This design comes from an exercise in tuning for small area, a short achievable clock period and few clock cycles per item on the open sky130 flow, not from production work.
Where RTL was checked, it was by simulation tests only, not by an equivalence proof against the original.
Only the layout flow was run in runs 1 and 5; the RTL was not checked for function there.
No activity file was given, so power comes from the tool's default toggle rates.

$ cat flow/run.sh
#!/bin/bash
# synth_recipe.tcl (not shown) runs the flow's synth.tcl, then flattens the netlist and writes it again
# the make line also repeats each setting of config.mk as NAME=value (left out here)
make -C /OpenROAD-flow-scripts/flow DESIGN_CONFIG=/design/flow/config.mk WORK_HOME=/design/flow/orfs CLKGATE_MAP_FILE= SYNTH_SCRIPT=/design/flow/synth_recipe.tcl finish
$ cat flow/config.mk
export PLATFORM = sky130hd
export DESIGN_NAME = consistent_hash_ring_lookup
export DESIGN_NICKNAME = consistent_hash_ring_lookup
export VERILOG_FILES = /design/flow/design.v
export SDC_FILE = /design/flow/constraint.sdc
export NUM_CORES = 4
export LEC_CHECK = 0
export CAP_MARGIN = 20
export CORE_MARGIN = 2
export CORE_UTILIZATION = 50
export SETUP_SLACK_MARGIN = 3.3
export SLEW_MARGIN = 20
$ cat flow/constraint.sdc
create_clock -name core_clock -period 6.0 [get_ports {clk_i}]
set_input_delay 1.2000 -clock core_clock [delete_from_list [all_inputs] [get_ports {clk_i}]]
set_output_delay 1.2000 -clock core_clock [all_outputs]
set_load 0.01 [all_outputs]
$ cat flow/design.v
`default_nettype none
package chrl_pkg;
  localparam int unsigned MAX_NODES_DEF = 16;
  localparam int unsigned HASH_BITS_DEF = 64;
  localparam int unsigned TAG_BITS_DEF  = 8;
  localparam int unsigned IN_HASH_W = 64;
  localparam int unsigned IN_TAG_W  = 8;
  localparam int unsigned IN_DATA_W = IN_HASH_W + IN_TAG_W;
  localparam int unsigned IN_USER_W = 1;
  localparam int unsigned OUT_STATUS_W = 2;
  localparam int unsigned OUT_OWNER_W  = 8;
  localparam int unsigned OUT_COUNT_W  = 5;
  localparam int unsigned OUT_USED_W   = OUT_STATUS_W + OUT_OWNER_W + OUT_COUNT_W;
  localparam int unsigned OUT_DATA_W   = ((OUT_USED_W + 7) / 8) * 8;
  localparam int unsigned OUT_OWNER_LO = OUT_STATUS_W;
  localparam int unsigned OUT_COUNT_LO = OUT_STATUS_W + OUT_OWNER_W;
  localparam logic OP_JOIN   = 1'b0;
  localparam logic OP_LOOKUP = 1'b1;
  localparam logic [OUT_STATUS_W-1:0] STAT_OK    = 2'd0;
  localparam logic [OUT_STATUS_W-1:0] STAT_EMPTY = 2'd1;
  localparam logic [OUT_STATUS_W-1:0] STAT_FULL  = 2'd2;
  typedef enum logic [1:0] {
    ST_IDLE,
    ST_LOOK,
    ST_JOIN,
    ST_FIN
  } chrl_state_e;
endpackage
`default_nettype wire
`default_nettype none
module chrl_ram #(
  parameter int unsigned WIDTH = 8,
  parameter int unsigned DEPTH = 16
) (
  input  logic                   clk_i,
  input  logic                   we_i,
  input  logic [WIDTH-1:0]       wdata_i,
  output logic [DEPTH*WIDTH-1:0] data_o     
);
  logic [DEPTH*WIDTH-1:0] mem_q;
  always_ff @(posedge clk_i) begin
    mem_q <= {mem_q[(DEPTH-1)*WIDTH-1:0],
              we_i ? wdata_i : mem_q[(DEPTH-1)*WIDTH +: WIDTH]};
  end
  assign data_o = mem_q;
endmodule
`default_nettype wire
`default_nettype none
import chrl_pkg::*;
module consistent_hash_ring_lookup #(
  parameter int unsigned MAX_NODES = chrl_pkg::MAX_NODES_DEF,
  parameter int unsigned HASH_BITS = chrl_pkg::HASH_BITS_DEF,
  parameter int unsigned TAG_BITS  = chrl_pkg::TAG_BITS_DEF
) (
  input  logic                             clk_i,
  input  logic                             rst_ni,
  input  logic                             s_axis_tvalid,
  output logic                             s_axis_tready,
  input  logic [chrl_pkg::IN_DATA_W-1:0]   s_axis_tdata,
  input  logic [chrl_pkg::IN_USER_W-1:0]   s_axis_tuser,
  output logic                             m_axis_tvalid,
  input  logic                             m_axis_tready,
  output logic [chrl_pkg::OUT_DATA_W-1:0]  m_axis_tdata
);
  localparam int unsigned N      = MAX_NODES;
  localparam int unsigned CNT_W  = $clog2(MAX_NODES + 1);
  localparam int unsigned WORD_W = HASH_BITS + TAG_BITS;
  localparam int unsigned RES_W  = OUT_USED_W;
  localparam int unsigned OBUF   = 3;   
  localparam logic [CNT_W-1:0] CNT_MAX = CNT_W'(MAX_NODES);
  localparam int unsigned HALF_W = HASH_BITS / 2;
  function automatic logic [1:0] half_cmp(input logic [HALF_W-1:0] a, input logic [HALF_W-1:0] b);
    logic [HALF_W-1:0] g, p;
    g = a & ~b;
    p = a | ~b;
    for (int w = 1; w < HALF_W; w = w * 2) begin
      for (int k = 0; k + w < HALF_W; k = k + 2 * w) begin
        p[k] = g[k + w] | (p[k + w] & p[k]);
        g[k] = g[k + w] | (p[k + w] & g[k]);
      end
    end
    half_cmp = {g[0], p[0]};
  endfunction
  logic                 ready_q;
  logic                 in_accept;
  logic                 in_join;
  logic [HASH_BITS-1:0] in_hash;
  logic [TAG_BITS-1:0]  in_tag;
  assign s_axis_tready = ready_q;
  assign in_accept     = s_axis_tvalid && ready_q;
  assign in_join       = (s_axis_tuser[0] == OP_JOIN);
  assign in_hash       = s_axis_tdata[HASH_BITS-1:0];
  assign in_tag        = TAG_BITS'(s_axis_tdata[IN_HASH_W +: IN_TAG_W]);
  logic [N-1:0]         vld_q;       
  logic [CNT_W-1:0]     count_q;
  logic                 full;
  logic                 a_ins;       
  logic [N*WORD_W-1:0]  ram_data;
  logic [N-1:0]         gt_hi;
  logic [N-1:0]         ge_rest;
  assign full  = (count_q == CNT_MAX);
  assign a_ins = in_accept && in_join && !full;
  chrl_ram #(
    .WIDTH (WORD_W),
    .DEPTH (N)
  ) u_ram (
    .clk_i   (clk_i),
    .we_i    (a_ins),
    .wdata_i ({in_tag, in_hash}),
    .data_o  (ram_data)
  );
  always_comb begin
    for (int p = 0; p < N; p++) begin
      logic [1:0] hi, lo;
      hi = half_cmp(ram_data[p*WORD_W + HALF_W +: HALF_W], in_hash[HALF_W +: HALF_W]);
      lo = half_cmp(ram_data[p*WORD_W +: HALF_W], in_hash[0 +: HALF_W]);
      gt_hi[p]   = hi[1];
      ge_rest[p] = hi[0] & lo[0];
    end
  end
  logic                 b_valid_q;
  logic                 b_join_q;
  logic                 b_ins_q;       
  logic [N-1:0]         b_gt_hi_q;
  logic [N-1:0]         b_ge_rest_q;
  logic [N-1:0]         b_ge;
  logic [TAG_BITS-1:0]  b_tag_q;
  always_ff @(posedge clk_i) begin
    b_join_q <= in_join;
    b_ins_q  <= a_ins;
    b_gt_hi_q   <= gt_hi;
    b_ge_rest_q <= ge_rest;
    b_tag_q  <= in_tag;
  end
  logic [N-1:0]        prec_q [N];    
  logic [N-1:0]        prec_d [N];
  logic [TAG_BITS-1:0] head_tag_q;    
  logic [N-1:0]        bge;           
  logic [N-1:0]        gm;
  logic [N-1:0]        sel;
  logic [N-1:0]        vld_old;       
  logic                any_ge;
  logic                new_head;
  logic [TAG_BITS-1:0] owner;
  logic [OUT_STATUS_W-1:0] b_status;
  assign b_ge    = b_gt_hi_q | b_ge_rest_q;
  assign bge     = {b_ge[N-2:0], b_ge[N-1]};
  assign gm      = bge & vld_q;               
  assign any_ge  = |gm;
  assign vld_old = {vld_q[N-1:1], 1'b0};      
  always_comb begin
    for (int p = 0; p < N; p++) begin
      sel[p] = gm[p];
      for (int q = 0; q < N; q++) begin
        if (q < p) begin
          if (gm[q] && prec_q[q][p]) sel[p] = 1'b0;
        end else if (q > p) begin
          if (gm[q] && !prec_q[p][q]) sel[p] = 1'b0;
        end
      end
    end
  end
  always_comb begin
    owner = '0;
    for (int p = 0; p < N; p++) begin
      owner |= sel[p] ? ram_data[p*WORD_W + HASH_BITS +: TAG_BITS] : '0;
    end
    if (!any_ge) owner = head_tag_q;
  end
  assign new_head = &(bge | ~vld_old);
  always_comb begin
    for (int p = 0; p < N; p++) prec_d[p] = '0;
    for (int p = 0; p < N - 1; p++) begin
      for (int q = p + 1; q < N - 1; q++) begin
        prec_d[p+1][q+1] = prec_q[p][q];
      end
      prec_d[0][p+1] = !prec_q[p][N-1];
    end
    if (b_valid_q && b_ins_q) begin
      for (int q = 1; q < N - 1; q++) begin
        prec_d[1][q+1] = bge[q];
      end
      prec_d[0][1] = !bge[N-1];
    end
  end
  always_ff @(posedge clk_i) begin
    for (int p = 0; p < N; p++) begin
      for (int q = p + 1; q < N; q++) begin
        prec_q[p][q] <= prec_d[p][q];
      end
    end
    if (b_valid_q && b_ins_q && new_head) begin
      head_tag_q <= b_tag_q;
    end
  end
  always_comb begin
    if (b_join_q) b_status = b_ins_q ? STAT_OK : STAT_FULL;
    else          b_status = (count_q != '0) ? STAT_OK : STAT_EMPTY;
  end
  logic [RES_W-1:0] b_result;
  assign b_result = {OUT_COUNT_W'(count_q),
                     ((!b_join_q && (count_q != '0)) ? owner : TAG_BITS'(0)),
                     b_status};
  logic [RES_W-1:0] ob_data_q [OBUF];
  logic [OBUF-1:0]  ob_vld_q;         
  logic             ob_pop;
  logic [OBUF-1:0]  ob_vld_pop;       
  assign ob_pop     = ob_vld_q[0] && m_axis_tready;
  assign ob_vld_pop = ob_pop ? (ob_vld_q >> 1) : ob_vld_q;
  always_ff @(posedge clk_i) begin
    for (int i = 0; i < OBUF; i++) begin
      if (b_valid_q && !ob_vld_pop[i] && ((i == 0) ? 1'b1 : ob_vld_pop[i-1])) begin
        ob_data_q[i] <= b_result;
      end else if (ob_pop && (i < OBUF - 1)) begin
        ob_data_q[i] <= ob_data_q[(i < OBUF - 1) ? i + 1 : i];
      end
    end
  end
  logic [2:0] inflight_d;
  logic       room_d;
  logic [N-1:0] vld_d;
  logic [CNT_W-1:0] count_d;
  logic       go_d;
  always_comb begin
    inflight_d = 3'(in_accept) + 3'(b_valid_q) + 3'(ob_vld_pop[0]) + 3'(ob_vld_pop[1]) + 3'(ob_vld_pop[2]);
    room_d     = (inflight_d < 3'(OBUF));
    vld_d      = {vld_q[N-2:0], a_ins ? 1'b1 : vld_q[N-1]};
    count_d    = a_ins ? count_q + CNT_W'(1) : count_q;
    go_d       = (count_d == CNT_MAX) || !vld_d[N-1] ||
                 (s_axis_tvalid && !in_accept && (s_axis_tuser[0] == OP_LOOKUP));
  end
  always_ff @(posedge clk_i or negedge rst_ni) begin
    if (!rst_ni) begin
      b_valid_q <= 1'b0;
      ob_vld_q  <= '0;
      ready_q   <= 1'b0;
      vld_q     <= '0;
      count_q   <= '0;
    end else begin
      b_valid_q <= in_accept;
      ob_vld_q  <= b_valid_q ? {ob_vld_pop[OBUF-2:0], 1'b1} : ob_vld_pop;
      ready_q   <= room_d && go_d;
      vld_q     <= vld_d;
      count_q   <= count_d;
    end
  end
  assign m_axis_tvalid = ob_vld_q[0];
  assign m_axis_tdata  = OUT_DATA_W'(ob_data_q[0]);
endmodule
`default_nettype wire
==> metrics.log, run 1 <==
[metrics] count of port buffers added during placement: 93
[metrics] root buf cell: sky130_fd_sc_hd__clkbuf_16
[metrics] leakage component of the power: 0.0253 uW
[metrics] initial core utilization: 0.505
[metrics] Final HPWL DP: 109000 um
[metrics] netlist area before placement: ~0.053 mm2
[metrics] hold-fix buffers at CTS: 0
[metrics] DR iter-0 viols: approximately 3700
[metrics] horizontal die dimension: 331 um
[metrics] Die Outline Area: 0.109 mm2
[metrics] number of CTS-inserted buffers: between 100 and 150
[metrics] number of cells produced by synthesis: 5008
[metrics] maximum fanout along the worst path: 14
[metrics] WL per Instance: 23.1 um
[metrics] Setup Crit Path Kind: in -> reg
[metrics] cell type group with the largest total delay on the critical path: adder cells
[metrics] share of the synthesized area in the top cell type: 0.493
[metrics] relative area change from synthesis to final layout: 25.3%
[metrics] endpoints failing hold: 0
[metrics] final period utilization: 0.520
[metrics] share of flip-flops with an asynchronous set or reset after synthesis: 0.0187
[metrics] gp weighted congestion: 0.932
[metrics] ratio of cells with drive above 1 in the final layout: 0.241
[metrics] clock slew at the register clock pins of the worst setup and hold paths: about 70 ps
[metrics] per-cell via count in the routed design: 5.66
[metrics] Finished Core Util: 0.633
[metrics] largest net degree at the start of global routing: between 60 and 70
[metrics] CP max stage delay: 410 ps
[metrics] global-route wire length before repair: 238000 um
[metrics] Synth area leaders: sky130_fd_sc_hd__dfxtp_1 49%, sky130_fd_sc_hd__maj3_1 17%, sky130_fd_sc_hd__nand2b_1 4.0%
[metrics] Max Buffers Root-to-Sink: 3
[metrics] Worst Setup End Kind: flop
[metrics] type of element launching the critical path: input pin
[metrics] count of flip-flops with a built-in enable after synthesis: 53
[metrics] number of sinks on the clock net: 1393
[metrics] portion of the post-synthesis area used by sequential elements: 0.535
[metrics] Fill cells: 8458
[metrics] run status: complete, no violations
[metrics] via count of the first global-routing pass: slightly below 40000
[metrics] # IOs: 95
[metrics] Fmax: approximately 0.32 GHz
[metrics] number of buffers and inverters on the critical path: 2
[metrics] number of antenna violations at the first check in global routing: 6
[metrics] routed vias: 39100
[metrics] synthesis-stage register bit count: 1393
[metrics] number of nets in the layout: between 5000 and 6000
[metrics] CTS tree: done
[metrics] largest area contributor in the netlist: sky130_fd_sc_hd__dfxtp_1
[metrics] total length of routed wires: 159000 um
[metrics] H-tree depth: 4
[metrics] router iterations before antenna repair: 6
[metrics] RSZ-0062 raised after global routing: yes
[metrics] Critical Path Most Common Cell: sky130_fd_sc_hd__maj3_1
[metrics] Mapped Avg Cell Area: between 10 and 15 um2
[metrics] Overflow after GRT: 0
[metrics] Critical Path RT: 6660 ps
[metrics] GRT Util Overall: 0.287
[metrics] Rows: about 120
[metrics] vertical extent of the die: 331 um
[metrics] final count of pins violating max slew: 0
[metrics] Fin Clk Skew: between 15 and 20 ps
[metrics] n_diodes: 0
[metrics] pwr/cell area: just under 500 mW/mm2
[metrics] data arrival time at the worst-slack endpoint: 3780 ps
[metrics] relative slew slack: 0.322
[metrics] crit path cell chain: buf_8 > bufbuf_16 > nand2b_1 > maj3_1 > maj3_1 > maj3_1 > a21oi_2 > o21ai_2 > a221o_1 > and3_1
[metrics] cell with the biggest individual delay on the critical path: sky130_fd_sc_hd__a221o_1
[metrics] latest clock arrival within the worst-skew pair: 770 ps
[metrics] most common flop cell mapped by yosys: sky130_fd_sc_hd__dfxtp_1
[metrics] number of different library cells in the post-synthesis netlist: 87
[metrics] post-layout minimum cycle time: 3120 ps
[metrics] remaining design rule violation count: 0
[metrics] max-cap violations: 0
[metrics] count of nets left with antenna violations after detail routing: 0
[metrics] slew at the pin closest to its max-slew limit: 1000 ps
[metrics] synth warn: 5
[metrics] final setup fails: 0
[metrics] classification of the worst-slack hold path: reg -> reg
[metrics] post-synthesis net count: 5090
[metrics] Total Neg Setup Slack: 0 ps
[metrics] CORE AREA: roughly 0.11 mm2
[metrics] maximum vdd drop: 0.000272 V
-- synth_stat cells, types with 28 or more instances --
cell type,count
sky130_fd_sc_hd__inv_1,194
sky130_fd_sc_hd__a21oi_1,256
sky130_fd_sc_hd__mux2_2,80
sky130_fd_sc_hd__nand2_1,229
sky130_fd_sc_hd__a22oi_1,59
sky130_fd_sc_hd__buf_1,35
sky130_fd_sc_hd__o21ai_0,236
sky130_fd_sc_hd__a31oi_1,29
sky130_fd_sc_hd__o22ai_1,74
sky130_fd_sc_hd__maj3_1,887
sky130_fd_sc_hd__nand3_1,33
sky130_fd_sc_hd__nor2_1,163
sky130_fd_sc_hd__nor2b_1,275
sky130_fd_sc_hd__nor3_1,29
sky130_fd_sc_hd__clkbuf_1,153
sky130_fd_sc_hd__a221oi_1,40
sky130_fd_sc_hd__dfxtp_1,1314
sky130_fd_sc_hd__o221ai_1,28
sky130_fd_sc_hd__edfxtp_1,53
sky130_fd_sc_hd__nand2b_1,338
-- logic make-up (layout without fill, tap and decap cells) --
family / after synthesis / count (layout) / synth area share
AOI/OAI and AO/OA: 1003 / 1003 / 0.123
xor gates and xnor gates: 4 / 4 / 0.000657
adders and majority gates: 915 / 915 / 0.173
buffers and inverters: 433 / 950 / 0.0315
DFF: 1393 / 1393 / 0.535
muxes: 81 / 81 / 0.0171
other: 1 / 1 / 0.0000703
and+or+nand+nor: 1178 / 1180 / 0.120
-- flip-flops by register name, summed over array words and instances, names as in the netlist --
signal and flops:
b_ge_rest_q 16, b_gt_hi_q 16, b_ins_q 1, b_join_q 1
b_tag_q 8, b_valid_q 1, count_q 5, head_tag_q 8
ob_data_q 45, ob_vld_q 3, prec_q 120, ready_q 1
u_ram.mem_q 1152, vld_q 16
-- cell type report --
cell class / instances / area (um2) / share of cell area
clock buffer: 218 / 4400 / 0.0658
multi-input combinational: 3184 / 25600 / 0.383
clock inverter: 48 / 669 / 0.0100
timing repair buffer: 456 / 4590 / 0.0687
sequential: 1393 / 28600 / 0.428
tap: 1391 / 1740 / 0.0260
timing repair inverter: 7 / 50.0 / 0.000749
inverter: 221 / 1150 / 0.0172
-- worst reg2reg max path, cell delays in order (launching register included) --
cell	delay, ps
sky130_fd_sc_hd__dfxtp_1	320
sky130_fd_sc_hd__nor2b_4	120
sky130_fd_sc_hd__maj3_2	290
sky130_fd_sc_hd__maj3_2	310
sky130_fd_sc_hd__maj3_2	350
sky130_fd_sc_hd__a211o_1	290
sky130_fd_sc_hd__o2111ai_2	90
sky130_fd_sc_hd__nand2_1	90
sky130_fd_sc_hd__maj3_2	350
sky130_fd_sc_hd__a221o_1	390
sky130_fd_sc_hd__and3_1	200
-- per-layer routing --
metal	track usage	vias up	wire length (um)
met5	0	-	47
met4	0.0968	8	5250
met3	0.0467	320	9200
met2	0.469	1165	74000
met1	0.387	19000	70900
li1	-	18600	-
-- report_power, final --
group / total (uW) / switching (uW) / internal, uW
Combinational: 8570 / 4520 / 4050
Sequential: 14300 / 2270 / 12100
Clock: 9420 / 3870 / 5550
Total: 32300 / 10700 / 21700
-- per-stage QoR --
step / worst slack (ps) / instance area (um2) / hold slack [ps] / instances / total power (uW)
2_1_floorplan: 2610 / 53800 / 323 / 5008 / 18100
3_3_place_gp: 957 / 56100 / 328 / 6364 / 21000
3_5_place_dp: 896 / 56100 / 327 / 6364 / 21000
4_1_cts: 2840 / 65400 / 337 / 6846 / 31700
5_1_grt: 2810 / 66800 / 345 / 6918 / 33700
6_report: 2880 / 66800 / 346 / 6918 / 32300
-- final timing paths --
check | startpoint | end | slack, ps | cells past startpoint
min in group asynchronous | rst_ni | b_valid_q | 810 | 2
min | u_ram.mem_q[640] | u_ram.mem_q[712] | 350 | 0
min reg2reg | u_ram.mem_q[640] | u_ram.mem_q[712] | 350 | 0
max | s_axis_tdata[32] | b_ge_rest_q[0] | 2880 | 10
max in group asynchronous | rst_ni | vld_q[6] | 4850 | 2
max reg2reg | u_ram.mem_q[52] | b_ge_rest_q[0] | 3100 | 10
-- cell usage in the layout, fill, tap and decap left out, types with 60 or more instances in the layout --
master / count
sky130_fd_sc_hd__buf_4: 263
sky130_fd_sc_hd__nand2_1: 212
sky130_fd_sc_hd__dfxtp_1: 1286
sky130_fd_sc_hd__nor2b_1: 262
sky130_fd_sc_hd__o21ai_0: 182
sky130_fd_sc_hd__clkbuf_16: 151
sky130_fd_sc_hd__nor2_1: 140
sky130_fd_sc_hd__inv_1: 168
sky130_fd_sc_hd__nand2b_1: 331
sky130_fd_sc_hd__o22ai_1: 66
sky130_fd_sc_hd__buf_6: 60
sky130_fd_sc_hd__a21oi_1: 197
sky130_fd_sc_hd__maj3_1: 751
sky130_fd_sc_hd__mux2_2: 66
sky130_fd_sc_hd__maj3_2: 159
-- timing repair --
item,4_1_cts,5_1_grt
setup buffers,200,71
endpoints found under the setup margin,134,55
cloned,16,1
pin swaps,192,150
gates resized for setup,886,224
==> run 2: changes to the inputs <==
--- a/flow/design.v
+++ b/flow/design.v
@@ -116,4 +116,4 @@
       lo = half_cmp(ram_data[p*WORD_W +: HALF_W], in_hash[0 +: HALF_W]);
-      gt_hi[p]   = hi[1];
-      ge_rest[p] = hi[0] & lo[0];
+      gt_hi[p]   = hi[1] & vld_q[p];
+      ge_rest[p] = hi[0] & lo[0] & vld_q[p];
     end
@@ -147,3 +147,3 @@
   assign bge     = {b_ge[N-2:0], b_ge[N-1]};
-  assign gm      = bge & vld_q;               
+  assign gm      = bge;
   assign any_ge  = |gm;
--- a/flow/config.mk
+++ b/flow/config.mk
@@ -10,3 +10,3 @@
 export CORE_UTILIZATION = 50
-export SETUP_SLACK_MARGIN = 3.3
+export SETUP_SLACK_MARGIN = 2.9
 export SLEW_MARGIN = 20
==> run 2 against run 1 <==
Register-to-register slack lost 170 ps; via count shrank 0.90%; clock skew grew 15 ps; count of clock-buffer cells in the layout grew 4; power shrank 6.5%; first-iteration DRC count shrank 26%; worst setup slack gained 20 ps; combinational power shrank 19%; largest cell class unchanged; largest power group unchanged.
==> metrics.log, run 2 <==
[metrics] run status: complete, no violations
[metrics] pwr/cell area: 472 mW/mm2
[metrics] number of CTS-inserted buffers: 148
[metrics] Worst Setup End Kind: flop
[metrics] horizontal die dimension: 333 um
[metrics] top flop regs: u_ram.mem_q (1152), prec_q (120), ob_data_q (45)
[metrics] commonest non-fill, non-tap cell in the layout: sky130_fd_sc_hd__dfxtp_1
[metrics] H-tree depth: 4
[metrics] Mapped Avg Cell Area: roughly 11 um2
[metrics] post-synthesis net count: between 5000 and 6000
[metrics] number of buffers and inverters on the critical path: 3
[metrics] Fmax: 0.323 GHz
[metrics] max-cap violations: 0
[metrics] met1 wire length: about 70000 um
[metrics] number of cells produced by synthesis: between 5000 and 6000
[metrics] n_diodes: 0
[metrics] Fin Clk Skew: ~33 ps
[metrics] number of different library cells in the post-synthesis netlist: 81
[metrics] endpoints failing hold: 0
[metrics] GRT Util Overall: 0.273
[metrics] CORE AREA: 0.107 mm2
[metrics] Rows: 120
[metrics] largest net degree at the start of global routing: 43
[metrics] routed vias: roughly 39000
[metrics] routed length on met2: ~73000 um
[metrics] count of port buffers added during placement: 93
[metrics] Final HPWL DP: 110000 um
[metrics] Overflow after GRT: 0
[metrics] largest area contributor in the netlist: sky130_fd_sc_hd__dfxtp_1
[metrics] Critical Path RT: 6660 ps
[metrics] Synth area leaders: sky130_fd_sc_hd__dfxtp_1 49%, sky130_fd_sc_hd__maj3_1 16%, sky130_fd_sc_hd__nand2b_1 4.0%
[metrics] slew at the pin closest to its max-slew limit: 781 ps
[metrics] initial core utilization: 0.504
[metrics] number of flip-flops under the largest register name: 1152
[metrics] total length of routed wires: 154000 um
[metrics] maximum vdd drop: 0.000273 V
[metrics] Finished Core Util: 0.598
[metrics] number of sinks on the clock net: 1393
[metrics] cell type group with the largest total delay on the critical path: compound AO/OA/AOI/OAI gates
[metrics] gp weighted congestion: 0.919
[metrics] global-route wire length before repair: 233000 um
[metrics] final setup fails: 0
[metrics] vertical extent of the die: 333 um
[metrics] type of element launching the critical path: input pin
[metrics] final count of pins violating max slew: 0
[metrics] cell with the biggest individual delay on the critical path: sky130_fd_sc_hd__clkdlybuf4s50_1
[metrics] post-layout minimum cycle time: 3100 ps
[metrics] via count of the first global-routing pass: 38700
[metrics] netlist area before placement: 0.0540 mm2
[metrics] max layer used: met5
[metrics] WL per Instance: between 20 and 25 um
[metrics] cell with the most instances after synthesis: sky130_fd_sc_hd__dfxtp_1
[metrics] Detail Route met3 WL: 7250 um
[metrics] count of nets left with antenna violations after detail routing: 0
[metrics] Die Outline Area: 0.111 mm2
[metrics] root buf cell: sky130_fd_sc_hd__clkbuf_16
[metrics] most flop-heavy register: u_ram.mem_q
[metrics] final period utilization: 0.516
[metrics] Max Buffers Root-to-Sink: 3
[metrics] crit path cell chain: clkdlybuf4s50_1 > buf_8 > nor2b_4 > o31ai_4 > or3_4 > nor2_2 > o21a_1 > a2111oi_4 > buf_4 > o21ai_4 > a211oi_4 > a211oi_1
[metrics] most common flop cell mapped by yosys: sky130_fd_sc_hd__dfxtp_1
[metrics] ratio of cells with drive above 1 in the final layout: 0.169
[metrics] # IOs: 95
[metrics] count of flip-flops with a built-in enable after synthesis: 53
[metrics] hold-fix buffers at CTS: 0
[metrics] remaining design rule violation count: 0
[metrics] CP max stage delay: about 450 ps
[metrics] share of flip-flops with an asynchronous set or reset after synthesis: 0.0187
[metrics] portion of the post-synthesis area used by sequential elements: 0.529
[metrics] Setup Crit Path Kind: in -> reg
[metrics] classification of the worst-slack hold path: reg -> reg
[metrics] synthesis-stage register bit count: 1393
[metrics] relative area change from synthesis to final layout: 18.6%
[metrics] top post-synthesis cells by count: 1314 x sky130_fd_sc_hd__dfxtp_1, 888 x sky130_fd_sc_hd__maj3_1, 348 x sky130_fd_sc_hd__nand2b_1
[metrics] worst hold slack: around 330 ps
[metrics] latest clock arrival within the worst-skew pair: 770 ps
[metrics] most frequent cells in the layout: 1305 x sky130_fd_sc_hd__dfxtp_1, 817 x sky130_fd_sc_hd__maj3_1, 343 x sky130_fd_sc_hd__nand2b_1
[metrics] DR iter-0 viols: 2750
[metrics] maximum fanout along the worst path: 18
[metrics] RSZ-0062 raised after global routing: yes
[metrics] data arrival time at the worst-slack endpoint: 3760 ps
[metrics] synth warn: 5
[metrics] per-cell via count in the routed design: approximately 5.6
[metrics] CTS tree: done
[metrics] Total Neg Setup Slack: 0 ps
[metrics] number of nets in the layout: 5464
[metrics] clock slew at the register clock pins of the worst setup and hold paths: roughly 70 ps
[metrics] router iterations before antenna repair: 6
[metrics] number of antenna violations at the first check in global routing: 3
[metrics] relative slew slack: 0.479
[metrics] share of the synthesized area in the top cell type: 0.487
[metrics] leakage component of the power: 0.0243 uW
-- run 2: changes by cell type after synthesis, sizes merged, moves of 13 or more --
cell	before	now
o21bai	11	57
maj3	910	933
o2111ai	18	43
a22oi	59	41
clkbuf	154	177
o21ai	254	325
nor2b	275	262
inv	200	217
nor3	29	45
o22ai	74	21
-- run 2: power by group --
part | total (uW) | switching [uW] | internal, uW
Sequential | 14200 | 2180 | 12100
Combinational | 6910 | 3710 | 3200
Clock | 9070 | 3700 | 5370
Total | 30200 | 9590 | 20600
-- run 2: cells by family (layout without fill, tap and decap cells) --
family                     after synthesis  after routing  synth area share
DFF                                   1393           1393             0.529
buffers and inverters                  457            809            0.0321
muxes                                   71             71            0.0148
and+or+nand+nor                       1214           1214             0.122
adders and majority gates              938            938             0.175
xor gates and xnor gates                 4              4          0.000649
AOI/OAI and AO/OA                     1064           1064             0.127
other                                    1              1         0.0000695
-- run 2: worst reg2reg max path, stage by stage (launching register included) --
cell                       delay [ps]
sky130_fd_sc_hd__dfxtp_1          610
sky130_fd_sc_hd__nor2_1           180
sky130_fd_sc_hd__buf_4            240
sky130_fd_sc_hd__a21oi_1          330
sky130_fd_sc_hd__nand3_1          180
sky130_fd_sc_hd__nor4_4           320
sky130_fd_sc_hd__buf_4            190
sky130_fd_sc_hd__a22o_1           140
sky130_fd_sc_hd__a221oi_1          40
sky130_fd_sc_hd__and4_1           210
sky130_fd_sc_hd__a21oi_2          280
sky130_fd_sc_hd__mux2_2           220
-- run 2: final timing paths --
check	startpoint	to	slack, ps	depth (start not counted)
min reg2reg	u_ram.mem_q[95]	u_ram.mem_q[167]	330	0
min	u_ram.mem_q[95]	u_ram.mem_q[167]	330	0
max in group asynchronous	rst_ni	vld_q[1]	4820	2
max reg2reg	b_ge_rest_q[12]	ob_data_q[0][3]	2930	11
min in group asynchronous	rst_ni	ob_vld_q[0]	850	2
max	s_axis_tdata[55]	b_ge_rest_q[12]	2900	12
-- run 2: layer usage --
metal / vias to the layer above / track usage
met5: - / 0
met4: 6 / 0.0868
met3: 256 / 0.0391
met2: 966 / 0.459
met1: 18800 / 0.363
li1: 18700 / -
-- run 2: repair_timing --
action / CTS / global route
gates resized for setup: 377 / 195
endpoints found under the setup margin: 56 / 50
setup buffers: 73 / 40
pin swaps: 39 / 64
cloned: 14 / 4
-- run 2: area by class of cell --
type | instances | area [um2]
inverter | 227 | 1060
timing repair inverter | 13 | 78.8
tap | 1403 | 1760
fill | 9050 | 43000
timing repair buffer | 307 | 2810
multi-input combinational | 3292 | 25000
clock buffer | 222 | 4450
sequential | 1393 | 28600
clock inverter | 40 | 382
-- run 2: stage by stage --
step                      instance area (um2)  power [uW]  instances  worst slack (ps)
final                                   64100       30200       6897              2900
after global routing                    64100       31600       6897              2840
after CTS                               63200       30100       6853              2810
after detailed placement                56800       20600       6504               847
after global placement                  56800       20600       6503              83.6
after floorplan                         54400       17900       5142              2640
Testbench counts of run 2, summed over its fixed seeds: cycles 32,567, items 32,000.
==> run 3: changes to the inputs <==
--- a/flow/config.mk
+++ b/flow/config.mk
@@ -9,3 +9,3 @@
 export CORE_MARGIN = 2
-export CORE_UTILIZATION = 50
+export CORE_UTILIZATION = 62
 export SETUP_SLACK_MARGIN = 2.9
==> run 3 against run 2 <==
Hold slack better by 5.1 ps; final area down 0.41%; count of clock-buffer cells in the layout down 6; sequential power about the same; clock power down 1%; combinational power up 1%; register-to-register slack worse by 20 ps; worst setup slack worse by 120 ps.
==> metrics.log, run 3 <==
[metrics] run status: complete, no violations
[metrics] ratio of cells with drive above 1 in the final layout: 0.164
[metrics] global-route wire length before repair: 231000 um
[metrics] synthesis-stage register bit count: 1393
[metrics] Overflow after GRT: 0
[metrics] final count of pins violating max slew: 0
[metrics] Fin Clk Skew: ~20 ps
[metrics] number of cells produced by synthesis: 5142
[metrics] CORE AREA: 0.0865 mm2
[metrics] Total Neg Setup Slack: 0 ps
[metrics] top post-synthesis cells by count: 1314 x sky130_fd_sc_hd__dfxtp_1, 888 x sky130_fd_sc_hd__maj3_1, 348 x sky130_fd_sc_hd__nand2b_1
[metrics] remaining design rule violation count: 0
[metrics] Setup Crit Path Kind: in -> reg
[metrics] number of different library cells in the post-synthesis netlist: between 80 and 90
[metrics] Fmax: 0.311 GHz
[metrics] netlist area before placement: around 0.054 mm2
[metrics] worst hold path depth: 0
[metrics] routed vias: approximately 40000
[metrics] post-layout minimum cycle time: 3210 ps
[metrics] endpoints failing hold: 0
[metrics] final period utilization: 0.536
[metrics] root buf cell: sky130_fd_sc_hd__clkbuf_16
[metrics] hold-critical path endpoint: u_ram.mem_q[498]
[metrics] final setup fails: 0
[metrics] count of port buffers added during placement: 93
[metrics] DR iter-0 viols: 3106
[metrics] most frequent cells in the layout: 1306 x sky130_fd_sc_hd__dfxtp_1, 827 x sky130_fd_sc_hd__maj3_1, 343 x sky130_fd_sc_hd__nand2b_1
[metrics] horizontal die dimension: 299 um
[metrics] R2R setup slack: 2910 ps
[metrics] maximum vdd drop: 0.000337 V
[metrics] H-tree depth: 4
[metrics] share of flip-flops with an asynchronous set or reset after synthesis: 0.0187
[metrics] leakage component of the power: 0.0243 uW
[metrics] via count of the first global-routing pass: 39200
[metrics] Critical Path RT: 6620 ps
[metrics] Critical Path Most Common Cell: sky130_fd_sc_hd__maj3_2
[metrics] router iterations before antenna repair: 6
[metrics] type of element launching the critical path: input pin
[metrics] number of flip-flops under the largest register name: 1152
[metrics] commonest non-fill, non-tap cell in the layout: sky130_fd_sc_hd__dfxtp_1
[metrics] crit path launch: s_axis_tdata[16]
[metrics] Max Buffers Root-to-Sink: 3
[metrics] initial core utilization: 0.624
[metrics] Finished Core Util: 0.738
[metrics] vertical extent of the die: 299 um
[metrics] largest net degree at the start of global routing: 70
[metrics] Synth area leaders: sky130_fd_sc_hd__dfxtp_1 49%, sky130_fd_sc_hd__maj3_1 16%, sky130_fd_sc_hd__nand2b_1 4.0%
[metrics] synth warn: 5
[metrics] pwr/cell area: 473 mW/mm2
[metrics] gp weighted congestion: ~0.96
[metrics] slew at the pin closest to its max-slew limit: 866 ps
[metrics] most flop-heavy register: u_ram.mem_q
[metrics] CTS tree: done
[metrics] Mapped Avg Cell Area: 10.5 um2
[metrics] number of antenna violations at the first check in global routing: 2
[metrics] classification of the worst-slack hold path: reg -> reg
[metrics] latest clock arrival within the worst-skew pair: 760 ps
[metrics] max-cap violations: 0
[metrics] share of the synthesized area in the top cell type: 0.487
[metrics] cell with the biggest individual delay on the critical path: sky130_fd_sc_hd__a221oi_4
[metrics] clock slew at the register clock pins of the worst setup and hold paths: 60 ps
[metrics] count of flip-flops with a built-in enable after synthesis: 53
[metrics] total length of routed wires: ~150000 um
[metrics] Rows: 108
[metrics] crit path cell chain: buf_8 > buf_12 > nor2b_4 > maj3_2 > maj3_2 > maj3_2 > maj3_2 > maj3_2 > maj3_2 > a221oi_4 > a211oi_2
[metrics] post-synthesis net count: roughly 5200
[metrics] number of sinks on the clock net: approximately 1400
[metrics] portion of the post-synthesis area used by sequential elements: 0.529
[metrics] maximum fanout along the worst path: 4
[metrics] GRT Util Overall: 0.334
[metrics] relative slew slack: 0.420
[metrics] Final HPWL DP: 105000 um
[metrics] cell with the most instances after synthesis: sky130_fd_sc_hd__dfxtp_1
[metrics] Fill cells: 6197
[metrics] WL per Instance: 22.8 um
[metrics] count of nets left with antenna violations after detail routing: 0
[metrics] Reg2Reg Launch Point: b_gt_hi_q[10]
[metrics] data arrival time at the worst-slack endpoint: approximately 3800 ps
[metrics] RSZ-0062 raised after global routing: yes
[metrics] relative area change from synthesis to final layout: 18.1%
[metrics] per-cell via count in the routed design: 5.93
[metrics] n_diodes: 0
[metrics] CP max stage delay: between 400 and 500 ps
[metrics] Reg-to-Reg End: ob_data_q[1][3]
[metrics] top flop regs: u_ram.mem_q (1152), prec_q (120), ob_data_q (45)
[metrics] startpoint of the lowest-slack hold path: u_ram.mem_q[426]
[metrics] number of CTS-inserted buffers: 143
[metrics] number of nets in the layout: 5455
[metrics] number of buffers and inverters on the critical path: 2
[metrics] Worst Setup End Kind: flop
[metrics] most common flop cell mapped by yosys: sky130_fd_sc_hd__dfxtp_1
[metrics] # IOs: 95
[metrics] r2r worst-path depth: 11
[metrics] Die Outline Area: 0.0895 mm2
[metrics] cell type group with the largest total delay on the critical path: adder cells
[metrics] largest area contributor in the netlist: sky130_fd_sc_hd__dfxtp_1
-- run 3: cell counts after synthesis --
No cell type changed its count.
-- run 3: cell type report --
cell class / instances / area, um2 / share of cell area
flip-flops and latches: 1393 / 28600 / 0.448
multi-input cells: 3292 / 24900 / 0.390
clock buffers: 216 / 4190 / 0.0656
repair buffers: 302 / 3020 / 0.0473
well taps: 1155 / 1450 / 0.0227
inverters: 227 / 1060 / 0.0166
clock inverters: 45 / 553 / 0.00867
repair inverters: 14 / 82.6 / 0.00129
-- run 3: what timing repair did --
item,4_1_cts,5_1_grt
buffers inserted,87,23
hold buffers,0,0
pin swaps,41,47
gates cloned,21,4
endpoints found under the setup margin,55,44
gates resized for setup,402,145
-- run 3: where the power goes --
group | switching, uW | internal, uW
Combinational | 3780 | 3210
Clock | 3710 | 5240
Sequential | 2180 | 12100
-- run 3: logic make-up after synthesis --
group / share of synthesized area
adder cells (fa/ha/maj): 0.175
AND/OR/NAND/NOR: 0.122
other: 0.0000695
multiplexers: 0.0148
buffers and inverters: 0.0321
XOR/XNOR: 0.000649
flip-flops: 0.529
AO/OA/AOI/OAI: 0.127
-- run 3: stage by stage --
step | power, uW | hold slack (ps) | setup slack, ps | cell area, um2 | std cells
finish | 30200 | 338 | 2790 | 63800 | 6644
global route | 31400 | 344 | 2770 | 63800 | 6644
CTS | 29900 | 341 | 2790 | 63200 | 6617
detailed placement | 20600 | 329 | 452 | 56500 | 6248
global placement | 20500 | 326 | 436 | 56500 | 6248
floorplan | 17900 | 323 | 2640 | 54400 | 5142
-- run 3: worst max-delay path by stage --
stage	depth (start not counted)	endpoint	slack (ps)
final	11	b_ge_rest_q[10]	2790
after global placement	10	b_ge_rest_q[1]	440
after floorplan	9	b_ge_rest_q[10]	2640
after CTS	11	b_ge_rest_q[11]	2790
after detailed placement	10	b_ge_rest_q[1]	450
after global routing	11	b_ge_rest_q[10]	2770
-- run 3: routing by layer --
metal	routed length (um)	track usage	up-vias	part of all wire
met3	9050	0.0592	328	0.060
met4	5600	0.127	4	0.037
met2	69000	0.535	1232	0.45
met5	26	0	-	0.00017
met1	68000	0.452	19100	0.45
li1	-	-	18700	-
==> run 4: changes to the inputs <==
--- a/flow/config.mk
+++ b/flow/config.mk
@@ -9,4 +9,4 @@
 export CORE_MARGIN = 2
-export CORE_UTILIZATION = 62
-export SETUP_SLACK_MARGIN = 2.9
+export CORE_UTILIZATION = 50
+export SETUP_SLACK_MARGIN = 3.3
 export SLEW_MARGIN = 20
==> run 4 against run 3 <==
Register-to-register slack gained 190 ps; core utilization fell by 11 points; combinational power grew 12%; die area rose by 24%; largest power group unchanged; sequential share of layout area decreased by 2.3 points; power grew 4.1%; worst setup slack better by 170 ps; still clean on timing, DRC and antenna; first-iteration DRC count shrank 7.1%; via count up 0.59%; clock power rose by 3.7%; highest routed layer unchanged; global-route usage down 4.4 points.
==> metrics.log, run 4 <==
[metrics] Setup Crit Path Kind: in -> reg
[metrics] root buf cell: sky130_fd_sc_hd__clkbuf_16
[metrics] Total Neg Setup Slack: 0 ps
[metrics] Register Area: 0.0286 mm2
[metrics] Final HPWL DP: 112000 um
[metrics] crit path cell chain: buf_12 > inv_16 > maj3_2 > maj3_2 > maj3_2 > maj3_2 > maj3_2 > maj3_2 > a221oi_4 > a211oi_2
[metrics] Reg2Reg Launch Point: u_ram.mem_q[736]
[metrics] Critical Path RT: 6630 ps
[metrics] Max Buffers Root-to-Sink: 3
[metrics] startpoint of the lowest-slack hold path: u_ram.mem_q[288]
[metrics] RSZ-0062 raised after global routing: yes
[metrics] number of antenna violations at the first check in global routing: 8
[metrics] post-synthesis net count: 5224
[metrics] per-cell via count in the routed design: about 5.6
[metrics] leakage component of the power: 0.0258 uW
[metrics] WL per Instance: ~23 um
[metrics] number of CTS-inserted buffers: 147
[metrics] top post-synthesis cells by count: 1314 x sky130_fd_sc_hd__dfxtp_1, 888 x sky130_fd_sc_hd__maj3_1, 348 x sky130_fd_sc_hd__nand2b_1
[metrics] vertical extent of the die: between 300 and 400 um
[metrics] via count of the first global-routing pass: a little under 40000
[metrics] horizontal die dimension: 333 um
[metrics] top flop regs: u_ram.mem_q (1152), prec_q (120), ob_data_q (45)
[metrics] Mapped Avg Cell Area: 10.5 um2
[metrics] hold-critical path endpoint: u_ram.mem_q[360]
[metrics] worst hold path depth: 0
[metrics] GRT Util Overall: 0.289
[metrics] ratio of cells with drive above 1 in the final layout: 0.251
[metrics] initial core utilization: 0.504
[metrics] cell with the biggest individual delay on the critical path: sky130_fd_sc_hd__a221oi_4
[metrics] largest area contributor in the netlist: sky130_fd_sc_hd__dfxtp_1
[metrics] CORE AREA: 0.107 mm2
[metrics] Die Outline Area: 0.111 mm2
[metrics] gp weighted congestion: ~0.93
[metrics] Worst Setup End Kind: flop
[metrics] number of different library cells in the post-synthesis netlist: 81
[metrics] share of flip-flops with an asynchronous set or reset after synthesis: 0.0187
[metrics] synthesis-stage register bit count: 1393
[metrics] cell with the most instances after synthesis: sky130_fd_sc_hd__dfxtp_1
[metrics] endpoints failing hold: 0
[metrics] number of cells produced by synthesis: 5142
[metrics] relative slew slack: 0.428
[metrics] largest net degree at the start of global routing: 34
[metrics] number of flip-flops under the largest register name: 1152
[metrics] Reg-to-Reg End: b_ge_rest_q[10]
[metrics] count of port buffers added during placement: between 90 and 100
[metrics] Overflow after GRT: 0
[metrics] type of element launching the critical path: input pin
[metrics] routed vias: between 30000 and 40000
[metrics] run status: complete, no violations
[metrics] Fmax: 0.328 GHz
[metrics] number of sinks on the clock net: 1393
[metrics] remaining design rule violation count: 0
[metrics] commonest non-fill, non-tap cell in the layout: sky130_fd_sc_hd__dfxtp_1
[metrics] slew at the pin closest to its max-slew limit: 854 ps
[metrics] router iterations before antenna repair: 5
[metrics] most frequent cells in the layout: 1282 x sky130_fd_sc_hd__dfxtp_1, 664 x sky130_fd_sc_hd__maj3_1, 332 x sky130_fd_sc_hd__nand2b_1
[metrics] area of combinational cells with multiple inputs: 0.0265 mm2
[metrics] CTS tree: done
[metrics] classification of the worst-slack hold path: reg -> reg
[metrics] count of nets left with antenna violations after detail routing: 0
[metrics] relative area change from synthesis to final layout: 24.9%
[metrics] r2r worst-path depth: 9
[metrics] CP max stage delay: 460 ps
[metrics] most common flop cell mapped by yosys: sky130_fd_sc_hd__dfxtp_1
[metrics] maximum vdd drop: 0.000275 V
[metrics] hold-fix buffers at CTS: 0
[metrics] final count of pins violating max slew: 0
[metrics] # IOs: 95
[metrics] H-tree depth: 4
[metrics] latest clock arrival within the worst-skew pair: 760 ps
[metrics] pwr/cell area: 466 mW/mm2
[metrics] netlist area before placement: 0.0540 mm2
[metrics] number of nets in the layout: 5589
[metrics] synth warn: 5
[metrics] Fin Clk Skew: 26.5 ps
[metrics] clock slew at the register clock pins of the worst setup and hold paths: 60 ps
[metrics] max-cap violations: 0
[metrics] DR iter-0 viols: 2885
[metrics] Finished Core Util: 0.630
[metrics] most flop-heavy register: u_ram.mem_q
[metrics] global-route wire length before repair: 245000 um
[metrics] final period utilization: 0.508
[metrics] post-layout minimum cycle time: 3050 ps
[metrics] share of the synthesized area in the top cell type: 0.487
[metrics] maximum fanout along the worst path: 9
[metrics] total length of routed wires: 163000 um
[metrics] count of flip-flops with a built-in enable after synthesis: 53
[metrics] data arrival time at the worst-slack endpoint: roughly 3700 ps
[metrics] R2R setup slack: 3100 ps
[metrics] Fill cells: 8631
[metrics] final setup fails: 0
[metrics] Critical Path Most Common Cell: sky130_fd_sc_hd__maj3_2
[metrics] Rows: 120
[metrics] portion of the post-synthesis area used by sequential elements: 0.529
[metrics] Synth area leaders: sky130_fd_sc_hd__dfxtp_1 49%, sky130_fd_sc_hd__maj3_1 16%, sky130_fd_sc_hd__nand2b_1 4.0%
-- run 4: logic make-up (layout without fill, tap and decap cells) --
family,after synthesis,count (layout),share of synthesized area
AO/OA/AOI/OAI,1064,1064,0.127
XOR/XNOR,4,4,0.000649
adder cells (fa/ha/maj),938,938,0.175
flip-flops,1393,1393,0.529
multiplexers,71,71,0.0148
other,1,5,0.0000695
AND/OR/NAND/NOR,1214,1216,0.122
buffers and inverters,457,938,0.0321
-- run 4: how the worst max path moves through the flow --
stage | endpoint | slack [ps] | startpoint | cells after the start
3_3_place_gp | b_ge_rest_q[9] | 600 | s_axis_tdata[0] | 10
5_1_grt | b_ge_rest_q[10] | 2940 | s_axis_tdata[16] | 10
3_5_place_dp | b_ge_rest_q[9] | 930 | s_axis_tdata[0] | 10
6_report | b_ge_rest_q[10] | 2950 | s_axis_tdata[17] | 10
4_1_cts | b_ge_rest_q[10] | 3010 | s_axis_tdata[16] | 10
2_1_floorplan | b_ge_rest_q[10] | 2650 | s_axis_tdata[16] | 9
-- run 4: cell type report --
type / count / share of cell area
Sequential cell: 1393 / 0.425
Multi-Input combinational cell: 3294 / 0.393
Clock buffer: 225 / 0.0666
Timing Repair Buffer: 430 / 0.0641
Tap cell: 1403 / 0.0260
Inverter: 227 / 0.0174
Clock inverter: 42 / 0.00685
Timing Repair inverter: 14 / 0.00156
Antenna cell: 4 / 0.000148
-- run 4: what timing repair did --
action / CTS / global route
pin swaps: 128 / 124
cloned: 22 / 6
buffers inserted: 156 / 71
gates resized for setup: 813 / 255
endpoints found under the setup margin: 116 / 68
-- run 4: stage by stage --
stage	instances	worst slack [ps]	power, uW	area [um2]	hold WS (ps)
after global placement	6506	605	20800	57300	326
after floorplan	5142	2650	18100	55300	323
final	7032	2950	31400	67400	341
after CTS	6951	3010	30900	65800	341
after global routing	7030	2940	32800	67400	350
after detailed placement	6506	927	20900	57300	327
-- run 4: metal layers --
metal / part of all wire / vias up / GRT usage
li1: - / 19000 / -
met1: 0.46 / 19300 / 0.396
met2: 0.46 / 1112 / 0.471
met3: 0.055 / 293 / 0.0479
met4: 0.029 / 4 / 0.0847
met5: 0.00020 / - / 0
-- run 4: critical path, delay by kind of cell --
family	cells	cell delay, ps
AO/OA/AOI/OAI	2	520
adder cells (fa/ha/maj)	6	1820
buffers and inverters	2	140
-- run 4: power by group --
group,internal (uW),switching [uW]
logic,3670,4180
registers,12100,2240
clock network,5470,3800
==> run 5: changes to the inputs <==
--- a/flow/design.v
+++ b/flow/design.v
@@ -72,12 +72,14 @@
   function automatic logic [1:0] half_cmp(input logic [HALF_W-1:0] a, input logic [HALF_W-1:0] b);
-    logic [HALF_W-1:0] g, p;
-    g = a & ~b;
-    p = a | ~b;
-    for (int w = 1; w < HALF_W; w = w * 2) begin
-      for (int k = 0; k + w < HALF_W; k = k + 2 * w) begin
-        p[k] = g[k + w] | (p[k + w] & p[k]);
-        g[k] = g[k + w] | (p[k + w] & g[k]);
-      end
-    end
-    half_cmp = {g[0], p[0]};
+    logic [HALF_W/8-1:0] gt, eq;
+    logic g, e;
+    for (int k = 0; k < HALF_W/8; k++) begin
+      gt[k] = a[8*k +: 8] > b[8*k +: 8];
+      eq[k] = a[8*k +: 8] == b[8*k +: 8];
+    end
+    g = 1'b0; e = 1'b1;
+    for (int k = HALF_W/8 - 1; k >= 0; k--) begin
+      g = g | (e & gt[k]);
+      e = e & eq[k];
+    end
+    half_cmp = {g, g | e};
   endfunction
--- a/flow/config.mk
+++ b/flow/config.mk
@@ -10,3 +10,3 @@
 export CORE_UTILIZATION = 50
-export SETUP_SLACK_MARGIN = 3.3
+export SETUP_SLACK_MARGIN = 2.9
 export SLEW_MARGIN = 20
==> run 5 against run 4 <==
Core utilization is 2.9 points lower; still clean on timing, DRC and antenna; largest cell class unchanged; via count is 2.0% lower; count of clock-buffer cells in the layout is 1 lower; area after synthesis is 4.4% higher; die area is 4.3% higher; fmax is 2.3% lower; flip-flop and latch count stayed put; clock power is 2% lower; cell count is 0.90% lower; highest routed layer unchanged; first-iteration DRC count is 16% lower; critical endpoint unchanged; clock skew is 2.2 ps lower.
==> metrics.log, run 5 <==
[metrics] horizontal die dimension: 340 um
[metrics] initial core utilization: 0.502
[metrics] endpoints failing hold: 0
[metrics] Max Buffers Root-to-Sink: 3
[metrics] most common flop cell mapped by yosys: sky130_fd_sc_hd__dfxtp_1
[metrics] CTS tree: done
[metrics] dpl ws: 649 ps
[metrics] Fill cells: 9243
[metrics] WL per Instance: 22.3 um
[metrics] share of the synthesized area in the top cell type: 0.467
[metrics] netlist area before placement: 0.0564 mm2
[metrics] # IOs: 95
[metrics] Final HPWL DP: 111000 um
[metrics] cell area reported after detailed placement: around 0.059 mm2
[metrics] number of placed instances with taps included: 6480
[metrics] Fmax: around 0.32 GHz
[metrics] largest net degree at the start of global routing: 46
[metrics] top flop regs: u_ram.mem_q (1152), prec_q (120), ob_data_q (45)
[metrics] Critical Path RT: 6600 ps
[metrics] clock slew at the register clock pins of the worst setup and hold paths: 60 ps
[metrics] overall power after layout: 29400 uW
[metrics] largest area contributor in the netlist: sky130_fd_sc_hd__dfxtp_1
[metrics] CORE AREA: 0.112 mm2
[metrics] DR iter-0 viols: about 2400
[metrics] hold-fix buffers at CTS: 0
[metrics] Synth area leaders: sky130_fd_sc_hd__dfxtp_1 47%, sky130_fd_sc_hd__ha_1 23%, sky130_fd_sc_hd__o21ai_0 2.9%
[metrics] synthesis-stage register bit count: roughly 1400
[metrics] pwr/cell area: between 400 and 500 mW/mm2
[metrics] maximum fanout along the worst path: 7
[metrics] final count of pins violating max slew: 0
[metrics] leakage component of the power: about 0.032 uW
[metrics] post-synthesis net count: 5995
[metrics] CP max stage delay: about 540 ps
[metrics] RSZ-0062 raised after global routing: yes
[metrics] relative slew slack: 0.328
[metrics] most flop-heavy register: u_ram.mem_q
[metrics] most frequent cells in the layout: 1305 x sky130_fd_sc_hd__dfxtp_1, 1015 x sky130_fd_sc_hd__ha_1, 288 x sky130_fd_sc_hd__o21ai_0
[metrics] Die Outline Area: 0.115 mm2
[metrics] setup ws final: 2880 ps
[metrics] vertical extent of the die: 340 um
[metrics] Non-Filler Instances: 6969
[metrics] total length of routed wires: 155000 um
[metrics] cell with the biggest individual delay on the critical path: sky130_fd_sc_hd__clkdlybuf4s50_1
[metrics] via count of the first global-routing pass: 39200
[metrics] number of sinks on the clock net: roughly 1400
[metrics] count of port buffers added during placement: 93
[metrics] number of buffers and inverters on the critical path: 3
[metrics] count of nets left with antenna violations after detail routing: 0
[metrics] ratio of cells with drive above 1 in the final layout: 0.152
[metrics] classification of the worst-slack hold path: reg -> reg
[metrics] count of flip-flops with a built-in enable after synthesis: 53
[metrics] gp weighted congestion: ~0.94
[metrics] Worst Setup End Kind: flop
[metrics] final setup fails: 0
[metrics] cell type group with the largest total delay on the critical path: simple AND/OR/NAND/NOR gates
[metrics] maximum vdd drop: 0.000282 V
[metrics] Fin Clk Skew: 24.2 ps
[metrics] top post-synthesis cells by count: 1314 x sky130_fd_sc_hd__dfxtp_1, 1027 x sky130_fd_sc_hd__ha_1, 327 x sky130_fd_sc_hd__o21ai_0
[metrics] root buf cell: sky130_fd_sc_hd__clkbuf_16
[metrics] number of antenna violations at the first check in global routing: 7
[metrics] share of flip-flops with an asynchronous set or reset after synthesis: 0.0187
[metrics] Total Neg Setup Slack: 0 ps
[metrics] type of element launching the critical path: input pin
[metrics] number of CTS-inserted buffers: 147
[metrics] cell with the most instances after synthesis: sky130_fd_sc_hd__dfxtp_1
[metrics] Setup Crit Path Kind: in -> reg
[metrics] global-route wire length before repair: 234000 um
[metrics] final period utilization: 0.520
[metrics] Mapped Avg Cell Area: 11.5 um2
[metrics] slew at the pin closest to its max-slew limit: 1000 ps
[metrics] number of flip-flops under the largest register name: 1152
[metrics] H-tree depth: 4
[metrics] Rows: around 120
[metrics] remaining design rule violation count: 0
[metrics] number of different library cells in the post-synthesis netlist: between 70 and 80
[metrics] run status: complete, no violations
[metrics] crit path cell chain: clkdlybuf4s50_1 > clkinvlp_4 > buf_12 > ha_1 > nand4_1 > nor2_2 > o21ai_1 > or3_1 > o31ai_1 > a211oi_1
[metrics] router iterations before antenna repair: 5
[metrics] synth warn: 5
[metrics] portion of the post-synthesis area used by sequential elements: 0.506
[metrics] latest clock arrival within the worst-skew pair: 750 ps
[metrics] routed vias: 38800
[metrics] post-layout minimum cycle time: 3120 ps
[metrics] Overflow after GRT: 0
[metrics] number of cells produced by synthesis: 4889
[metrics] per-cell via count in the routed design: 5.57
[metrics] GRT Util Overall: 0.265
[metrics] max-cap violations: 0
[metrics] final instance area: 0.0674 mm2
[metrics] relative area change from synthesis to final layout: 19.6%
[metrics] number of nets in the layout: about 6500
[metrics] data arrival time at the worst-slack endpoint: roughly 3700 ps
[metrics] commonest non-fill, non-tap cell in the layout: sky130_fd_sc_hd__dfxtp_1
## run 5: changes by cell type after synthesis, moves of 46 or more
cell | before | now
sky130_fd_sc_hd__a21o_1 | 11 | 211
sky130_fd_sc_hd__clkbuf_1 | 177 | 35
sky130_fd_sc_hd__ha_1 | 3 | 1027
sky130_fd_sc_hd__maj3_1 | 888 | 0
sky130_fd_sc_hd__nand2_1 | 232 | 107
sky130_fd_sc_hd__nand2b_1 | 348 | 89
sky130_fd_sc_hd__nand4_1 | 13 | 223
sky130_fd_sc_hd__nor2_1 | 167 | 121
sky130_fd_sc_hd__nor2b_1 | 262 | 121
sky130_fd_sc_hd__o21a_1 | 25 | 72
## run 5: worst paths after layout
path | from | slack (ps) | cells past startpoint | to
max in group asynchronous | rst_ni | 4870 | 2 | vld_q[4]
min reg2reg | u_ram.mem_q[718] | 340 | 0 | u_ram.mem_q[790]
max | s_axis_tdata[47] | 2880 | 10 | b_ge_rest_q[10]
min | u_ram.mem_q[718] | 340 | 0 | u_ram.mem_q[790]
max reg2reg | b_ge_rest_q[9] | 2940 | 10 | ob_data_q[1][9]
min in group asynchronous | rst_ni | 840 | 2 | ready_q
## run 5: repair_timing
item	4_1_cts	5_1_grt
setup endpoints to repair	92	91
pin swaps	59	32
setup buffers	190	26
cloned	0	2
resized for setup	266	68
## run 5: kinds of logic after synthesis
group	synth area share
fa+ha+maj	0.229
compound gates	0.139
other cells	0.0000665
flops	0.506
buf+inv	0.0206
simple gates	0.0879
xor+xnor	0.000621
mux	0.0168
## run 5: final cells by class
cell class                      instances  area (um2)  area share
Antenna cell                            3        7.51    0.000111
Clock buffer                          224        4380      0.0650
Clock inverter                         44         482     0.00714
Inverter                              244        1090      0.0161
Multi-Input combinational cell       3201       27700       0.411
Sequential cell                      1393       28600       0.424
Tap cell                             1500        1880      0.0278
Timing Repair Buffer                  360        3340      0.0495
## run 5: through the flow
stage               hold WS (ps)   util
floorplan                    330      -
global placement             333  0.530
detailed placement           336  0.530
CTS                          345  0.598
global route                 345  0.601
finish                       344  0.601
## run 5: metal layers
| layer | GRT usage | part of all wire |
|---|---|---|
| met5 | 0 | 0.00017 |
| met4 | 0.0912 | 0.032 |
| met3 | 0.0428 | 0.052 |
| met2 | 0.432 | 0.46 |
| met1 | 0.357 | 0.46 |
## run 5: worst register-to-register path, cell delays in order, from the launching register on
cell and delay, ps:
sky130_fd_sc_hd__dfxtp_1 840, sky130_fd_sc_hd__nor2_2 340, sky130_fd_sc_hd__o2111ai_1 400, sky130_fd_sc_hd__nor4_4 90, sky130_fd_sc_hd__buf_12 160, sky130_fd_sc_hd__buf_4 140, sky130_fd_sc_hd__a22oi_1 150, sky130_fd_sc_hd__nand2_1 70
sky130_fd_sc_hd__nor3_1 240, sky130_fd_sc_hd__a21oi_2 110, sky130_fd_sc_hd__mux2_2 280
## run 5: report_power, final
| part | switching (uW) | total, uW | leakage, uW | internal (uW) |
|---|---|---|---|---|
| Combinational | 3610 | 6590 | 0.0176 | 2980 |
| Sequential | 1760 | 13700 | 0.0117 | 11900 |
| Clock | 3750 | 9100 | 0.00240 | 5350 |
| Total | 9130 | 29400 | 0.0317 | 20200 |
==> run 6: changes to the inputs <==
--- a/flow/design.v
+++ b/flow/design.v
@@ -72,14 +72,12 @@
   function automatic logic [1:0] half_cmp(input logic [HALF_W-1:0] a, input logic [HALF_W-1:0] b);
-    logic [HALF_W/8-1:0] gt, eq;
-    logic g, e;
-    for (int k = 0; k < HALF_W/8; k++) begin
-      gt[k] = a[8*k +: 8] > b[8*k +: 8];
-      eq[k] = a[8*k +: 8] == b[8*k +: 8];
-    end
-    g = 1'b0; e = 1'b1;
-    for (int k = HALF_W/8 - 1; k >= 0; k--) begin
-      g = g | (e & gt[k]);
-      e = e & eq[k];
-    end
-    half_cmp = {g, g | e};
+    logic [HALF_W-1:0] g, p;
+    g = a & ~b;
+    p = a | ~b;
+    for (int w = 1; w < HALF_W; w = w * 2) begin
+      for (int k = 0; k + w < HALF_W; k = k + 2 * w) begin
+        p[k] = g[k + w] | (p[k + w] & p[k]);
+        g[k] = g[k + w] | (p[k + w] & g[k]);
+      end
+    end
+    half_cmp = {g[0], p[0]};
   endfunction
@@ -100,4 +98,3 @@
   logic [N*WORD_W-1:0]  ram_data;
-  logic [N-1:0]         gt_hi;
-  logic [N-1:0]         ge_rest;
+  logic [N-1:0]         ge;          
   assign full  = (count_q == CNT_MAX);
@@ -118,4 +115,3 @@
       lo = half_cmp(ram_data[p*WORD_W +: HALF_W], in_hash[0 +: HALF_W]);
-      gt_hi[p]   = hi[1] & vld_q[p];
-      ge_rest[p] = hi[0] & lo[0] & vld_q[p];
+      ge[p] = (hi[1] | (hi[0] & lo[0])) & vld_q[p];
     end
@@ -125,5 +121,3 @@
   logic                 b_ins_q;       
-  logic [N-1:0]         b_gt_hi_q;
-  logic [N-1:0]         b_ge_rest_q;
-  logic [N-1:0]         b_ge;
+  logic [N-1:0]         b_ge_q;
   logic [TAG_BITS-1:0]  b_tag_q;
@@ -132,4 +126,3 @@
     b_ins_q  <= a_ins;
-    b_gt_hi_q   <= gt_hi;
-    b_ge_rest_q <= ge_rest;
+    b_ge_q   <= ge;
     b_tag_q  <= in_tag;
@@ -147,4 +140,3 @@
   logic [OUT_STATUS_W-1:0] b_status;
-  assign b_ge    = b_gt_hi_q | b_ge_rest_q;
-  assign bge     = {b_ge[N-2:0], b_ge[N-1]};
+  assign bge     = {b_ge_q[N-2:0], b_ge_q[N-1]};
   assign gm      = bge;
==> flow/flow/run.sh (new file) <==
#!/bin/bash
# The standard layout, except that the buffers the standard flow's flow puts on every
# input and output port are buf_4 cells instead of the slow delay buffers
# buffer_ports picks by default.
set -euo pipefail
export BUFFER_PORTS_ARGS="-buffer_cell sky130_fd_sc_hd__buf_4"
bash standard.sh > standard.log 2>&1
==> flow/standard.sh (new file) <==
#!/bin/bash
# synth_recipe.tcl (not shown) runs the flow's synth.tcl, then flattens the netlist and writes it again
# the make line also repeats each setting of config.mk as NAME=value (left out here)
make -C /OpenROAD-flow-scripts/flow DESIGN_CONFIG=/design/flow/config.mk WORK_HOME=/design/flow/orfs CLKGATE_MAP_FILE= SYNTH_SCRIPT=/design/flow/synth_recipe.tcl "${@:-finish}"
removed: flow/run.sh
==> run 6 against run 5 <==
Critical endpoint is now b_ge_q[8]; sequential power grew 3%; final area shrank 8.2%; register-to-register slack is essentially flat; combinational power grew 4.4%; worst setup slack lost 40 ps; still clean on timing, DRC and antenna; die area shrank 6.0%.
==> metrics.log, run 6 <==
[metrics] ratio of cells with drive above 1 in the final layout: 0.158
[metrics] commonest non-fill, non-tap cell in the layout: sky130_fd_sc_hd__dfxtp_1
[metrics] Setup Crit Path Kind: in -> reg
[metrics] Fin Clk Skew: 26.3 ps
[metrics] final setup fails: 0
[metrics] pwr/cell area: 491 mW/mm2
[metrics] run status: complete, no violations
[metrics] CTS tree: done
[metrics] GRT Util Overall: 0.281
[metrics] endpoints failing hold: 0
[metrics] number of flip-flops under the largest register name: 1152
[metrics] largest net degree at the start of global routing: 56
[metrics] number of CTS-inserted buffers: 148
[metrics] final period utilization: 0.526
[metrics] clock slew at the register clock pins of the worst setup and hold paths: around 60 ps
[metrics] most common flop cell mapped by yosys: sky130_fd_sc_hd__dfxtp_1
[metrics] leakage component of the power: 0.0233 uW
[metrics] startpoint of the lowest-slack hold path: u_ram.mem_q[977]
[metrics] Rows: 119
[metrics] most frequent cells in the layout: 1285 x sky130_fd_sc_hd__dfxtp_1, 709 x sky130_fd_sc_hd__maj3_1, 340 x sky130_fd_sc_hd__nand2b_1
[metrics] count of nets left with antenna violations after detail routing: 0
[metrics] maximum vdd drop: 0.000286 V
[metrics] share of the synthesized area in the top cell type: 0.491
[metrics] synthesis-stage register bit count: 1377
[metrics] horizontal die dimension: about 330 um
[metrics] Reg2Reg Launch Point: b_ge_q[13]
[metrics] Total Neg Setup Slack: 0 ps
[metrics] Critical Path RT: 6630 ps
[metrics] hold-fix buffers at CTS: 0
[metrics] Final HPWL DP: 110000 um
[metrics] Synth area leaders: sky130_fd_sc_hd__dfxtp_1 49%, sky130_fd_sc_hd__maj3_1 16%, sky130_fd_sc_hd__nand2b_1 4.1%
[metrics] cell area reported after detailed placement: 0.0552 mm2
[metrics] Die Outline Area: 0.109 mm2
[metrics] top post-synthesis cells by count: 1298 x sky130_fd_sc_hd__dfxtp_1, 838 x sky130_fd_sc_hd__maj3_1, 343 x sky130_fd_sc_hd__nand2b_1
[metrics] relative slew slack: 0.160
[metrics] CORE AREA: approximately 0.11 mm2
[metrics] gp weighted congestion: 0.929
[metrics] count of flip-flops with a built-in enable after synthesis: 53
[metrics] Finished Core Util: 0.589
[metrics] number of nets in the layout: 5317
[metrics] via count of the first global-routing pass: roughly 37000
[metrics] top flop regs: u_ram.mem_q (1152), prec_q (120), ob_data_q (45)
[metrics] Max Buffers Root-to-Sink: 3
[metrics] Mapped Avg Cell Area: slightly above 10 um2
[metrics] post-synthesis net count: about 5200
[metrics] router iterations before antenna repair: 6
[metrics] n_diodes: 0
[metrics] Fmax: 0.317 GHz
[metrics] number of antenna violations at the first check in global routing: 7
[metrics] final count of pins violating max slew: 0
[metrics] most flop-heavy register: u_ram.mem_q
[metrics] crit path launch: s_axis_tdata[53]
[metrics] # IOs: between 90 and 100
[metrics] netlist area before placement: 0.0529 mm2
[metrics] global-route wire length before repair: 230000 um
[metrics] synth warn: 5
[metrics] initial core utilization: 0.504
[metrics] portion of the post-synthesis area used by sequential elements: 0.533
[metrics] max-cap violations: 0
[metrics] final instance area: 0.0619 mm2
[metrics] RSZ-0062 raised after global routing: yes
[metrics] per-cell via count in the routed design: between 5 and 6
[metrics] latest clock arrival within the worst-skew pair: around 760 ps
[metrics] routed vias: between 30000 and 40000
[metrics] count of port buffers added during placement: 93
[metrics] largest area contributor in the netlist: sky130_fd_sc_hd__dfxtp_1
[metrics] cell with the most instances after synthesis: sky130_fd_sc_hd__dfxtp_1
[metrics] share of flip-flops with an asynchronous set or reset after synthesis: 0.0189
[metrics] WL per Instance: 22.9 um
[metrics] data arrival time at the worst-slack endpoint: 3790 ps
[metrics] maximum fanout along the worst path: 4
[run 6: final timing paths]
check	endpoint	cells past startpoint	slack (ps)
worst max-delay path	b_ge_q[8]	11	2840
worst min register to register	u_ram.mem_q[1049]	0	330
worst max register to register	ob_data_q[0][5]	10	2940
min in group asynchronous	vld_q[13]	1	400
max in group asynchronous	count_q[0]	1	5250
worst min-delay path	u_ram.mem_q[1049]	0	330
[run 6: layout make-up]
cell class | instances | area (um2)
Clock buffer | 212 | 4390
Inverter | 250 | 1140
Fill cell | 8920 | 43200
Tap cell | 1391 | 1740
Sequential cell | 1377 | 28300
Timing Repair Buffer | 200 | 1800
Clock inverter | 61 | 671
Multi-Input combinational cell | 3250 | 23900
Timing Repair inverter | 8 | 47.5
[run 6: cell families after synthesis]
kind of cell / after synthesis / synth area share
buffers and inverters: 480 / 0.0343
multiplexers: 61 / 0.0129
adder cells (fa/ha/maj): 853 / 0.162
XOR/XNOR: 4 / 0.000662
AO/OA/AOI/OAI: 1066 / 0.130
other: 1 / 0.0000708
flip-flops: 1377 / 0.533
AND/OR/NAND/NOR: 1265 / 0.127
[run 6: routing by layer]
metal,routed length (um),vias up,GRT usage
met2,68500,1229,0.430
met5,56,-,0
li1,-,18400,-
met3,10500,267,0.0546
met1,71500,18700,0.398
met4,4250,8,0.0901
[run 6: where the power goes]
part	internal, uW	switching (uW)
Combinational	3100	3780
Clock	5610	3780
Sequential	11900	2250
[run 6: worst max-delay path, cell delays in order]
cell                         delay, ps
sky130_fd_sc_hd__buf_4             140
sky130_fd_sc_hd__clkinvlp_4        170
sky130_fd_sc_hd__buf_12            160
sky130_fd_sc_hd__maj3_1            340
sky130_fd_sc_hd__maj3_1            360
sky130_fd_sc_hd__maj3_1            400
sky130_fd_sc_hd__o211a_4           310
sky130_fd_sc_hd__a21boi_0          160
sky130_fd_sc_hd__buf_4             200
sky130_fd_sc_hd__a21oi_2           220
sky130_fd_sc_hd__o21ai_1           110
[run 6: timing repair]
item | 4_1_cts | 5_1_grt
cloned | 8 | 3
pin swaps | 24 | 36
setup endpoints to repair | 48 | 54
setup buffers | 34 | 39
hold endpoints to repair | 0 | 0
resized for setup | 147 | 120
[run 6: metrics by stage]
stage / hold slack, ps / cells / power, uW / setup WS, ps
after floorplan: 323 / 5107 / 17800 / 2410
after global placement: 326 / 6390 / 20500 / 677
after detailed placement: 327 / 6392 / 20500 / 1250
after CTS: 339 / 6707 / 30200 / 2880
after global routing: 348 / 6749 / 31700 / 2800
final: 334 / 6749 / 30400 / 2840
Testbench counts of run 6, summed over its fixed seeds: cycles 32,567, items 32,000.

Check on run 6: ideal ports give 2.841 ns setup slack; a clkbuf_16 on the clock port and buf_2 on the inputs give 2.797 ns; moving port delays by the midpoint clock arrival (0.824 ns) as well gives 1.973 ns.
